This is an optimization exercise on Yosys and OpenROAD, whose aim is a short achievable clock period and few clock cycles, not a production implementation. Only simulation tests tie the RTL to the original design; equivalence was not proved. No activity file was given, so power comes from the tool's default toggle rates.

$ cat design.v
module icache_dm #(
    parameter int NUM_SETS   = 16,
    parameter int LINE_WORDS = 4
) (
    input  logic        clk,
    input  logic        reset,
    input  logic        req_valid_i,
    output logic        req_ready_o,
    input  logic [31:0] req_addr_i,
    output logic        resp_valid_o,
    input  logic        resp_ready_i,
    output logic [31:0] resp_data_o,
    output logic [31:0] resp_addr_o,
    output logic        mem_req_valid_o,
    input  logic        mem_req_ready_i,
    output logic [31:0] mem_req_addr_o,
    input  logic        mem_resp_valid_i,
    input  logic [31:0] mem_resp_data_i,
    input  logic        flush_i
);
    localparam int OFF_W   = $clog2(LINE_WORDS);
    localparam int IDX_W   = $clog2(NUM_SETS);
    localparam int TAG_LSB = OFF_W + IDX_W + 2;
    localparam int TAG_W   = 32 - TAG_LSB;
    localparam int LA_W    = 32 - OFF_W - 2;       
    localparam int OUTS    = 16;                   
    localparam int QD      = OUTS;                 
    localparam int LD      = OUTS;                 
    localparam int ID_W    = $clog2(OUTS) + 1;     
    localparam int CNT_W   = $clog2(OUTS + 1);
    logic [NUM_SETS-1:0]   valid_q;
    logic [TAG_W-1:0]      tag_q  [NUM_SETS];
    logic [31:0]           data_q [NUM_SETS][LINE_WORDS];
    logic [NUM_SETS-1:0]   pend_q;                 
    logic [ID_W-1:0]       pid_q  [NUM_SETS];      
    logic                  ref_act_q;
    logic [ID_W-1:0]       ref_id_q;
    logic [IDX_W-1:0]      ref_idx_q;
    logic [OFF_W-1:0]      ref_beat_q;             
    logic [ID_W-1:0]       iss_seq_q;              
    logic [ID_W-1:0]       miss_seq_q;             
    wire beat      = ref_act_q && mem_resp_valid_i;
    wire last_beat = beat && (ref_beat_q == OFF_W'(LINE_WORDS - 1));
    logic                  rdy_q;
    logic [CNT_W-1:0]      outs_q;                 
    logic                  a_v_q, a_f_q;
    logic [31:0]           a_addr_q;
    logic [NUM_SETS-1:0]   a_match_q;              
    logic [LINE_WORDS-1:0][31:0] a_line_q;         
    logic                  take;
    assign req_ready_o = rdy_q;
    wire acc = req_valid_i && rdy_q;
    wire [CNT_W-1:0] outs_d = outs_q + CNT_W'(acc) - CNT_W'(take);
    wire [IDX_W-1:0] r_idx = req_addr_i[TAG_LSB-1:OFF_W+2];
    wire [TAG_W-1:0] r_tag = req_addr_i[31:TAG_LSB];
    wire [OFF_W-1:0] l_off = a_addr_q[OFF_W+1:2];
    wire [IDX_W-1:0] l_idx = a_addr_q[TAG_LSB-1:OFF_W+2];
    wire [TAG_W-1:0] l_tag = a_addr_q[31:TAG_LSB];
    logic [NUM_SETS-1:0] a_match_d;
    logic [LINE_WORDS-1:0][31:0] a_line_d;
    always_comb begin
        for (int i = 0; i < NUM_SETS; i++) begin
            if (a_v_q && (l_idx == IDX_W'(i))) a_match_d[i] = (r_tag == l_tag);
            else                               a_match_d[i] = (r_tag == tag_q[i]);
        end
        for (int w = 0; w < LINE_WORDS; w++) begin
            if (beat && (ref_idx_q == r_idx) && (ref_beat_q == OFF_W'(w)))
                a_line_d[w] = mem_resp_data_i;
            else
                a_line_d[w] = data_q[r_idx][w];
        end
    end
    always_ff @(posedge clk or posedge reset) begin
        if (reset) begin
            rdy_q  <= 1'b0;
            outs_q <= '0;
            a_v_q  <= 1'b0;
            a_f_q  <= 1'b0;
        end else begin
            outs_q <= outs_d;
            rdy_q  <= (outs_d < CNT_W'(OUTS));
            a_v_q  <= acc;
            a_f_q  <= flush_i;
        end
    end
    always_ff @(posedge clk) begin
        if (acc) begin
            a_addr_q  <= req_addr_i;
            a_match_q <= a_match_d;
            a_line_q  <= a_line_d;
        end
    end
    wire l_hit  = valid_q[l_idx] && a_match_q[l_idx] && !a_f_q;
    wire l_miss = a_v_q && !l_hit;
    logic [NUM_SETS-1:0] pend_done;
    always_comb begin
        for (int i = 0; i < NUM_SETS; i++)
            pend_done[i] = last_beat && (ref_idx_q == IDX_W'(i)) && (pid_q[i] == ref_id_q);
    end
    logic            l1_v_q, l1_hit_q, l1_pend_q;
    logic [ID_W-1:0] l1_pid_q;
    logic [OFF_W-1:0] l1_off_q;
    logic [IDX_W-1:0] l1_idx_q;
    logic [31:0]     l1_addr_q, l1_data_q;
    always_ff @(posedge clk or posedge reset) begin
        if (reset) l1_v_q <= 1'b0;
        else       l1_v_q <= a_v_q;
    end
    always_ff @(posedge clk) begin
        if (a_v_q) begin
            l1_hit_q  <= l_hit;
            l1_pend_q <= pend_q[l_idx] && !pend_done[l_idx];
            l1_pid_q  <= l_hit ? pid_q[l_idx] : miss_seq_q;
            l1_off_q  <= l_off;
            l1_idx_q  <= l_idx;
            l1_addr_q <= a_addr_q;
            l1_data_q <= (beat && (ref_idx_q == l_idx) && (ref_beat_q == l_off))
                         ? mem_resp_data_i : a_line_q[l_off];
        end
    end
    wire l2_ract    = ref_act_q && (ref_id_q == l1_pid_q);
    wire l2_beatnow = beat && (ref_idx_q == l1_idx_q) && (ref_beat_q == l1_off_q);
    wire l2_have    = l1_hit_q && (!l1_pend_q || (l2_ract && ((ref_beat_q > l1_off_q) || l2_beatnow)));
    wire [31:0] l2_data = l2_beatnow ? mem_resp_data_i : l1_data_q;
    logic [QD-1:0]    s_v, s_have;
    logic [QD-1:0][ID_W-1:0]  s_wid;
    logic [QD-1:0][OFF_W-1:0] s_woff;
    logic [QD-1:0][31:0]      s_addr;
    logic [QD-1:0][31:0]      s_data;
    logic             out_v;
    assign resp_valid_o = out_v;
    assign resp_data_o  = s_data[0];
    assign resp_addr_o  = s_addr[0];
    assign take         = out_v && resp_ready_i;
    logic [QD-1:0] cap;
    always_comb begin
        for (int k = 0; k < QD; k++)
            cap[k] = beat && !s_have[k] && (s_wid[k] == ref_id_q) && (s_woff[k] == ref_beat_q);
    end
    logic [QD-1:0]    n_v, n_have;
    logic [QD-1:0][ID_W-1:0]  n_wid;
    logic [QD-1:0][OFF_W-1:0] n_woff;
    logic [QD-1:0][31:0]      n_addr;
    logic [QD-1:0][31:0]      n_data;
    logic                     src_v, src_have, src_cap, wr;
    logic [ID_W-1:0]          src_wid;
    logic [OFF_W-1:0]         src_woff;
    logic [31:0]              src_addr, src_data;
    always_comb begin
        for (int k = 0; k < QD; k++) begin
            if (k + 1 < QD) begin
                src_v    = take ? s_v[k+1]    : s_v[k];
                src_have = take ? s_have[k+1] : s_have[k];
                src_cap  = take ? cap[k+1]    : cap[k];
                src_wid  = take ? s_wid[k+1]  : s_wid[k];
                src_woff = take ? s_woff[k+1] : s_woff[k];
                src_addr = take ? s_addr[k+1] : s_addr[k];
                src_data = take ? s_data[k+1] : s_data[k];
            end else begin
                src_v    = take ? 1'b0 : s_v[k];
                src_have = s_have[k];
                src_cap  = take ? 1'b0 : cap[k];
                src_wid  = s_wid[k];
                src_woff = s_woff[k];
                src_addr = s_addr[k];
                src_data = s_data[k];
            end
            if (k == 0) wr = l1_v_q && !src_v;
            else        wr = l1_v_q && !src_v && (take ? s_v[k] : s_v[k-1]);
            if (wr) begin
                n_v[k]    = 1'b1;
                n_have[k] = l2_have;
                n_wid[k]  = l1_pid_q;
                n_woff[k] = l1_off_q;
                n_addr[k] = l1_addr_q;
                n_data[k] = l2_data;
            end else begin
                n_v[k]    = src_v;
                n_have[k] = src_have || src_cap;
                n_wid[k]  = src_wid;
                n_woff[k] = src_woff;
                n_addr[k] = src_addr;
                n_data[k] = src_cap ? mem_resp_data_i : src_data;
            end
        end
    end
    always_ff @(posedge clk or posedge reset) begin
        if (reset) begin
            s_v    <= '0;
            s_have <= '0;
            out_v  <= 1'b0;
        end else begin
            s_v    <= n_v;
            s_have <= n_have;
            out_v  <= n_v[0] && n_have[0];
        end
    end
    always_ff @(posedge clk) begin
        s_wid  <= n_wid;
        s_woff <= n_woff;
        s_addr <= n_addr;
        s_data <= n_data;
    end
    logic [LD-1:0]            m_v, m_src_v, m_wr;
    logic [LD-1:0][LA_W-1:0]  m_a, m_src_a;
    assign mem_req_valid_o = m_v[0];
    assign mem_req_addr_o  = {m_a[0], {(OFF_W + 2){1'b0}}};
    wire m_acc = m_v[0] && mem_req_ready_i;
    always_comb begin
        for (int k = 0; k < LD; k++) begin
            if (k + 1 < LD) begin
                m_src_v[k] = m_acc ? m_v[k+1] : m_v[k];
                m_src_a[k] = m_acc ? m_a[k+1] : m_a[k];
            end else begin
                m_src_v[k] = m_acc ? 1'b0 : m_v[k];
                m_src_a[k] = m_a[k];
            end
            if (k == 0) m_wr[k] = !m_src_v[k];
            else        m_wr[k] = !m_src_v[k] && (m_acc ? m_v[k] : m_v[k-1]);
        end
    end
    always_ff @(posedge clk or posedge reset) begin
        if (reset) begin
            m_v <= '0;
        end else begin
            for (int k = 0; k < LD; k++)
                m_v[k] <= m_wr[k] ? l_miss : m_src_v[k];
        end
    end
    always_ff @(posedge clk) begin
        for (int k = 0; k < LD; k++)
            m_a[k] <= m_wr[k] ? a_addr_q[31:OFF_W+2] : m_src_a[k];
    end
    always_ff @(posedge clk or posedge reset) begin
        if (reset) begin
            ref_act_q  <= 1'b0;
            ref_id_q   <= '0;
            ref_idx_q  <= '0;
            ref_beat_q <= '0;
            iss_seq_q  <= '0;
            miss_seq_q <= '0;
            valid_q    <= '0;
            pend_q     <= '0;
        end else begin
            if (beat) begin
                ref_beat_q <= ref_beat_q + OFF_W'(1);
                if (last_beat) ref_act_q <= 1'b0;
            end
            if (m_acc) begin
                ref_act_q  <= 1'b1;
                ref_id_q   <= iss_seq_q;
                ref_idx_q  <= m_a[0][IDX_W-1:0];
                ref_beat_q <= '0;
                iss_seq_q  <= iss_seq_q + ID_W'(1);
            end
            pend_q <= pend_q & ~pend_done;
            if (a_f_q) valid_q <= '0;
            if (l_miss) begin
                valid_q[l_idx] <= 1'b1;
                pend_q[l_idx]  <= 1'b1;
                miss_seq_q     <= miss_seq_q + ID_W'(1);
            end
        end
    end
    always_ff @(posedge clk) begin
        if (a_v_q)  tag_q[l_idx] <= l_tag;    
        if (l_miss) pid_q[l_idx] <= miss_seq_q;
        if (beat) data_q[ref_idx_q][ref_beat_q] <= mem_resp_data_i;
    end
endmodule
$ cat run.sh
#!/bin/bash
# synth_recipe.tcl (not shown) runs the flow's synth.tcl, then flattens the netlist and writes it again
# the make line also repeats each setting of config.mk as NAME=value (left out here)
make -C /OpenROAD-flow-scripts/flow DESIGN_CONFIG=/design/flow/config.mk WORK_HOME=/design/flow/orfs CLKGATE_MAP_FILE= SYNTH_SCRIPT=/design/flow/synth_recipe.tcl finish
$ cat config.mk
export PLATFORM = sky130hd
export DESIGN_NAME = icache_dm
export DESIGN_NICKNAME = icache_dm
export VERILOG_FILES = /design/flow/design.v
export SDC_FILE = /design/flow/constraint.sdc
export NUM_CORES = 4
export LEC_CHECK = 0
export ABC_CLOCK_PERIOD_IN_PS = 2000
export CAP_MARGIN = 20
export CORE_MARGIN = 2
export CORE_UTILIZATION = 55
export SETUP_SLACK_MARGIN = 2.4
export SLEW_MARGIN = 20
$ cat constraint.sdc
create_clock -name core_clock -period 5.0 [get_ports {clk}]
set_input_delay 1.0000 -clock core_clock [delete_from_list [all_inputs] [get_ports {clk}]]
set_output_delay 1.0000 -clock core_clock [all_outputs]
set_load 0.01 [all_outputs]
==> impl_metrics.yaml <==
status:
  run_status: "finished clean"
sta:
  setup_viol: 0
  slew_violations: 0
  period_needed_ns: 2.77
  rsz0062_at_grt: "true"
  timing.fmax_mhz: 362
  fin_skew_ns: 0.0401
  worst_pin_slew_ns: 1.03
  tns_ns: 0
  relSlewSlack_pct: 31.3
  hold_viol: 0
  post-route-period-util_pct: 55.3
logic_synthesis:
  synth_compound_area_share_pct: 0.847
  synth_seq_cells: 4423
  synthFlopType: "edfxtp_1"
  synth_seq_area_share_pct: 71.0
  yosys.area_share.xor_xnor_pct: 2.97
  muxShareOfSynthArea_pct: 18.2
  synth-simple-area-share_pct: 4.54
  synth_top_family_by_area: "multiplexers"
  synth-async-reset-ratio_pct: 2.53
  netlist_instances: 10600
  synth_edf_count: 4311
  synth_area_um2: 186000
  yosys.cell_types.count: 65
  synth_fa_ha_area_share_pct: 0.132
  syn_avg_cell_area_um2: 17.5
  synth_warnings: 1
floorplan:
  num_io_pins: 170
  dieArea_um2: 344000
  die_w_um: 586
  dieHeight_um: 586
  coreArea_um2: 337000
  initial_core_util_pct: 55.3
  fp-row-count: 213
critical_path:
  ff2ff_setup_slack_ns: 2.23
  worstPathArrival_ns: 3.47
  slowest_stage: "dfrtp_4"
  crit_top_cell: "buf_12"
  worstSetupStartpointType: "flop"
  required_ns: 5.70
  endpoint_kind: "flop"
  worstSetupPathType: "flop to flop"
  crit_chain: "buf_12 -> buf_12 -> xor2_2 -> nor4_2 -> nand4_2 -> mux2i_4 -> buf_6 -> buf_16 -> buf_12 -> mux2i_1 -> mux2i_1"
  reg2regPathDepth: 11
  path_max_fanout: 8
  slowest_delay_ns: 0.54
placement:
  dpl.cell_count: 14900
  dpl.hpwl_um: 269000
  gp_congestion: 0.806
  place.port_buffers: 165
clock_network:
  hold_buffers: 0
  cts.sinks: 4423
  cts_tree: "yes"
  clk_pin_slew_worst_paths_ns: 0.06
  root_buffer: "clkbuf_16"
  cts-htree-levels: 5
  clk_latency_ns: 0.99
  clockBufferDepth: 4
  cts_buffers: 452
grt:
  grt_usage_pct: 27.9
  antenna_found_initial: 45
  grt_pass1_vias: 98700
  grt_pass1_wl_um: 692000
  grt-ovfl-total: 0
  grt_max_degree: 113
cells_and_area:
  multi_input_area_um2: 52400
  seq_area_um2: 132000
  drive_gt1_share_pct: 27.6
  area_growth_pct: 15.0
  fillers: 23700
  num-nets-final: 11200
  fin_cells: 16000
routing:
  first_pass_iters: 6
  viasPerCell: 6.11
  num_vias: 97900
  drcViolationCount: 0
  wirelength_um: 488000
  wire_per_inst_um: 30.5
  drtAntennaViolNets: 0
  initialDrtViolationCount: 10400
worst_hold_path:
  worstHoldPathCells: 1
  hp-class: "input pin to flop"
power_and_ir_drop:
  p_leak_uw: 0.0746
  ir_worst_vdd_mv: 0.326
  p_per_area_nw_per_um2: 477
job:
  drv_cap: 0
[power breakdown]
part	total [µW]	switching, µW	internal, µW
clock	32100	14100	18000
combinational	19400	11900	7550
sequential	50600	2220	48400
total	102000	28200	74000
[cells by family (layout without fill, tap and decap cells)]
kind of cell	after synthesis	in the layout
XOR/XNOR	632	632
AND/OR/NAND/NOR	2015	2038
flip-flops	4423	4423
buffers and inverters	883	1729
AO/OA/AOI/OAI	243	245
multiplexers	2409	2409
adder cells (fa/ha/maj)	19	19
other	1	12
[per-layer routing]
metal  GRT usage [%]  share of wire [%]  wire, µm
met1            39.6                 41    200000
met2            46.1                 49    241000
met3            4.23                7.2     35400
met4            5.93                2.3     11400
met5               0              0.021       103
[per-stage QoR]
step	util (%)	instance area (µm²)	power, µW	setup WS [ns]	hold slack (ns)
after global placement	57.7	194000	68800	0.787	0.428
after floorplan	-	187000	62600	0.938	0.400
final	63.6	214000	102000	2.23	0.374
after CTS	62.9	212000	102000	2.06	0.285
after global routing	63.6	214000	106000	2.15	0.312
after detailed placement	57.7	194000	69300	0.748	0.412
[registers in the layout, indices dropped and copies added, names as in the netlist, 16 cells and up]
name and flops:
a_addr_q 32, s_have 16, a_match_q 16, pend_q 16, a_line_q 128, data_q 2048, tag_q 384, l1_data_q 32
s_data 512, pid_q 80, s_wid 80, s_v 16, m_a 448, l1_addr_q 32, valid_q 16, m_v 16
s_addr 512
[final cells by class]
class | count | share of cell area (%)
Clock buffer | 585 | 5.61
Clock inverter | 242 | 0.866
Sequential cell | 4423 | 61.7
Timing Repair Buffer | 838 | 4.57
Antenna cell | 8 | 0.00934
Multi-Input combinational cell | 5347 | 24.4
Tap cell | 4515 | 2.64
Inverter | 55 | 0.137
Timing Repair inverter | 9 | 0.0251
[Yosys cell counts, types with 19 or more instances]
master | instances | area, µm²
nor4_1 | 65 | 407
mux4_2 | 706 | 15900
buf_2 | 177 | 886
xor2_1 | 333 | 2920
dfrtp_1 | 112 | 2800
nand3_1 | 93 | 465
nand2b_1 | 24 | 150
a21oi_1 | 19 | 95.1
mux2_2 | 666 | 7500
mux2i_1 | 1022 | 10200
nand2_1 | 1505 | 5650
inv_1 | 52 | 195
nor3_1 | 70 | 350
xnor2_1 | 299 | 2620
o21ai_0 | 115 | 576
clkbuf_1 | 421 | 1580
edfxtp_1 | 4311 | 129000
nand4_1 | 82 | 513
buf_4 | 110 | 826
nor2_1 | 119 | 447
buf_1 | 71 | 267
buf_6 | 49 | 552
[cell usage in the layout, fill, tap and decap left out, types with 15 or more instances in the layout]
| master | instances |
|---|---|
| nand2_8 | 17 |
| edfxtp_1 | 4311 |
| xor2_1 | 325 |
| nand4_1 | 82 |
| nor2_2 | 16 |
| bufinv_16 | 22 |
| nand2_4 | 18 |
| clkdlybuf4s50_1 | 31 |
| buf_2 | 81 |
| nor2_4 | 69 |
| mux2i_2 | 60 |
| inv_1 | 36 |
| nand2_2 | 20 |
| clkinv_2 | 78 |
| buf_12 | 116 |
| nand3_4 | 26 |
| buf_8 | 17 |
| o21ai_0 | 111 |
| nand3_1 | 63 |
| dfrtp_1 | 98 |
| nor3_1 | 63 |
| buf_4 | 384 |
| clkinvlp_4 | 20 |
| xnor2_1 | 298 |
| clkinv_1 | 114 |
| nor2_1 | 35 |
| nor4_1 | 50 |
| buf_16 | 46 |
| mux2_2 | 666 |
| clkbuf_16 | 485 |
| a21oi_1 | 15 |
| clkbuf_1 | 116 |
| mux2i_4 | 26 |
| mux4_2 | 706 |
| buf_6 | 123 |
| nand2b_1 | 23 |
| nand2_1 | 1461 |
| mux2i_1 | 951 |
[worst paths after layout]
path                                     from           end
worst max register to register  ref_beat_q[1]   s_data[157]
max in group asynchronous               reset         a_v_q
worst min register to register    a_addr_q[1]  l1_addr_q[1]
worst min-delay path            req_addr_i[6]   a_addr_q[6]
worst max-delay path            ref_beat_q[1]   s_data[157]
min in group asynchronous               reset       s_v[10]
[critical path: cells and delay by family (launching register included)]
family | cells | cell delay, ns
mux | 3 | 0.51
xor+xnor | 1 | 0.14
buf+inv | 5 | 0.73
flops | 1 | 0.54
simple gates | 2 | 0.57
[timing repair]
action | in CTS | in global routing
pin swaps | 49 | 33
buffers inserted | 131 | 91
endpoints found under the setup margin | 4438 | 1962
resized for setup | 759 | 166
gates cloned | 63 | 42
Testbench counts, summed over its fixed seeds: cycles 35,750.

[what the ideal ports hide]
In the flow no input, the clock included, has a driving cell. The finished layout below was timed again as built, in two steps. Step 1 assumes that a clkbuf_16 drives the clock port and a buf_2 every other input. Step 2, shift: input delay + t, output delay - t, t = (earliest + latest rising clock arrival at the registers) / 2. This alone moves slack from input paths to output paths. Three values: ideal, step 1, step 2; two values: the first two.
shift t [ns]: 1.067
setup WS [ns]: 2.234 / 2.199 / 1.132
worst setup path at the end: input to register
pins driven straight from the clock port: 1
After both steps setup and hold are still met in this run. For this run, drivers alone change the setup slack by -0.035 ns; drivers and shift together by -1.102 ns.
